Source: an optimization exercise on an open RTL-to-GDS flow (aim: small area, a short achievable clock period and few clock cycles per item). Production flows keep margins and buffers that such runs may drop.
Only simulation tests tie the RTL to the original design; equivalence was not proved.
Power is estimated from default activity; no workload was simulated.

==> flow/design.v (excerpt) <==
module rx_data_handler (
  input  logic                  clk_i,
  input  logic                  rst_i,
  input  logic                  phy_link_up_i,
  input  logic                  phy_fifo_empty_i,
  output logic                  phy_fifo_rd_en_o,
  input  logic                  data_valid_i,
  input  logic [31:0]           data_i,
  input  logic [3:0]            data_k_i,
  output logic [31:0]           m_axis_tdata_o,
  output logic [3:0]            m_axis_tkeep_o,
  output logic                  m_axis_tvalid_o,
  output logic                  m_axis_tlast_o,
  output logic [1:0]            m_axis_tuser_o,
  input  logic                  m_axis_tready_i
);
  logic [35:0] word_in;
  rx_symbol_decode i_decode (
    .data_i   (data_i),
    .data_k_i (data_k_i),
    .word_o   (word_in)
  );
  logic [2:0][35:0] b_q;
  logic [2:0]  wp_q, rp_q;
  logic [35:0] w0_q;
  logic [1:0]  wc_q;
  logic        w0v_q;
  logic        rd_ok_q;
  logic        rd_q;
  logic [3:0]  m_q;
  logic        drop_q;
  logic        open_q;
  logic        tlp_q;
  logic [4:0]  hc_q;
  logic [3:0][7:0] acc_q;
  logic [31:0] od_q;
  logic [3:1]  ok_q;
  logic        ol_q;
  logic [1:0]  ou_q;
  logic        ov_q;
  logic            open_n, tlp_n;
  logic [4:0]      hc_n;
  logic [3:0][3:0] tgt;
  logic [3:0]      w_e, w_n;
  logic            emit;
  logic            cut;
  logic [3:0]      rem_m;
  logic [3:1]      e_keep;
  logic            e_last, e_nul, e_tlp;
  logic            quirk;
  logic [3:0]      d, f, s, g, t;
  logic [4:0]      ob, tb;
  logic [4:0][4:0] hb;
  logic [3:0]      ea, eb, em, pay, segn, prior, clash, cutb, go, first;
  logic [4:0]      stopb;
  logic [3:0][3:0] ln;
  logic [3:0]      we_all;
  always_comb begin
    for (int i = 0; i < 4; i++) begin
      d[i] = m_q[i] && !w0_q[9*i+8];
      f[i] = m_q[i] &&  w0_q[9*i+8] && w0_q[9*i+1];
      s[i] = m_q[i] &&  w0_q[9*i+8] && w0_q[9*i];
      g[i] = w0_q[9*i+2];
      t[i] = w0_q[9*i+3];
    end
    ob[0] = open_q;
    hb[0] = hc_q;
    tb[0] = tlp_q;
    for (int i = 0; i < 4; i++) begin
      pay[i]   = d[i] && ob[i];
      ea[i]    = pay[i] && hb[i][4];
      eb[i]    = f[i] && ob[i] && !hb[i][0];
      ln[i]    = ea[i] ? 4'b0001 : hb[i][3:0];
      ob[i+1]  = f[i] ? s[i] : ob[i];
  ...
Size in the first run: ~1200 cells after synthesis, ~200 flip-flops, about 0.010 sq mm of cells after synthesis.
make LEC_CHECK=0 ABC_AREA=1 CAP_MARGIN=20 CORE_MARGIN=2 CORE_UTILIZATION=40 PLACE_DENSITY=0.6 SETUP_SLACK_MARGIN=4.2 SLEW_MARGIN=20 finish   # period 8.0 ns
run.sh (not shown) runs the stock make flow with config.mk's settings and CLKGATE_MAP_FILE= SYNTH_SCRIPT=/design/flow/synth_recipe.tcl, a recipe that flattens the netlist after the stock synthesis.
Testbench counts at the start, summed over its fixed seeds: cycles 34,759, items 32,299.
Then changed:
- CTS_BUF_LIST: unset -> sky130_fd_sc_hd__clkbuf_8
Result:
- The new run finished clean
- global-route usage went up by 0.57 points
- hold slack hardly moves
- total power hardly moves
- synthesized cell count is unchanged
- wire length went up slightly
- clock skew went up by 17 ps
- sequential power barely changes


rx_data_handler, a different RTL version from the one above (not shown whole).
Size: ~1100 cells after synthesis, ~200 flip-flops, roughly 10000 um^2 of cells after synthesis.
## rx_data_handler
module rx_data_handler (
  input  logic                  clk_i,
  input  logic                  rst_i,
  input  logic                  phy_link_up_i,
  input  logic                  phy_fifo_empty_i,
  output logic                  phy_fifo_rd_en_o,
  input  logic                  data_valid_i,
  input  logic [31:0]           data_i,
  input  logic [3:0]            data_k_i,
  output logic [31:0]           m_axis_tdata_o,
  output logic [3:0]            m_axis_tkeep_o,
  output logic                  m_axis_tvalid_o,
  output logic                  m_axis_tlast_o,
  output logic [1:0]            m_axis_tuser_o,
  input  logic                  m_axis_tready_i
);
export LEC_CHECK = 0
export ABC_AREA = 1
export CAP_MARGIN = 20
export CORE_MARGIN = 2
export CORE_UTILIZATION = 40
export CTS_BUF_LIST = sky130_fd_sc_hd__clkbuf_8
export PLACE_DENSITY = 0.6
export SETUP_SLACK_MARGIN = 4.2
export SLEW_MARGIN = 20
create_clock -name core_clock -period 8.0 [get_ports {clk_i}]
standard.sh (not shown) runs the stock make flow with config.mk's settings and CLKGATE_MAP_FILE= SYNTH_SCRIPT=/design/flow/synth_recipe.tcl, a recipe that flattens the netlist after the stock synthesis.
==> flow/flow/run.sh <==
#!/bin/bash
# The standard layout, with the smallest buffer on each port instead of the
# delay buffer buffer_ports picks by default. Every port still gets a buffer.
set -euo pipefail
export BUFFER_PORTS_ARGS="-buffer_cell sky130_fd_sc_hd__buf_1"
bash standard.sh > standard_flow.log 2>&1
Testbench counts at the start, summed over its fixed seeds: cycles 34,759, items 32,299.
Next try:
==> flow/run.sh (new file) <==
#!/bin/bash
# synth_recipe.tcl (not shown) runs the flow's synth.tcl, then flattens the netlist and writes it again
# the make line also repeats each setting of config.mk as NAME=value (left out here)
make -C /OpenROAD-flow-scripts/flow DESIGN_CONFIG=/design/flow/config.mk WORK_HOME=/design/flow/orfs CLKGATE_MAP_FILE= SYNTH_SCRIPT=/design/flow/synth_recipe.tcl finish
removed: flow/flow/run.sh
removed: flow/standard.sh
What happened: The changed run finished clean; utilization increases by 1.1 points; maximum frequency is lower slightly; hold slack is worse by 0.0062 ns; final area came out higher by a few percent; power falls slightly; count of clock-buffer cells in the layout is unchanged; area after synthesis stays the same; wire length climbs slightly; synthesized cell count is unchanged; global-route usage is lower by 0.12 points.
Next try:
--- a/flow/config.mk
+++ b/flow/config.mk
@@ -13,3 +13,3 @@
 export PLACE_DENSITY = 0.6
-export SETUP_SLACK_MARGIN = 4.2
+export SETUP_SLACK_MARGIN = 4.1
 export SLEW_MARGIN = 20
The changed run ran to the end with no violations.
Routed wire length drops slightly.
Design area went down slightly.
Count of clock-buffer cells in the layout stays the same.
Worst setup slack gets worse by 0.076 ns.
Sequential share of layout area came out higher by 0.35 points.
Utilization went down by 0.39 points.
First-iteration DRC count is about the same.
Global-route usage falls by 0.12 points.
Area after synthesis stays the same.
Clock power barely changes.

static timing again, ports no longer ideal:
The flow's constraints put no driver on any port. The routed layouts listed below were extracted and timed again, unchanged, in two steps.
Step 1 sets driving cells, clkbuf_16 on the clock port and buf_2 on the other inputs (assumed; they add their load-dependent delay and slew).
Step 2 also shifts input and output timing later by t, the mid clock arrival at the registers, as if the neighbouring blocks saw the same clock.
a / b / c = ideal ports / drivers / drivers and shift; a / b = the first two.
run	t, ns	setup slack, ns	slew at the worst register clock pin (ns)
the first run of note 1	0.556	4.222 / 4.205 / 4.013	0.06 / 0.06
the second run of note 1	0.568	4.225 / 4.207 / 3.985	0.07 / 0.07
the first run of note 2	0.581	4.279 / 4.260 / 4.049	0.06 / 0.06
the second run of note 2	0.581	4.256 / 4.234 / 3.992	0.06 / 0.06
the third run of note 2	0.576	4.179 / 4.159 / 4.004	0.07 / 0.07
After both steps setup and hold are still met in every run listed. The setup slack of the second run of note 2, which loses most, moves by -0.022 ns with the drivers and by -0.264 ns with both steps.
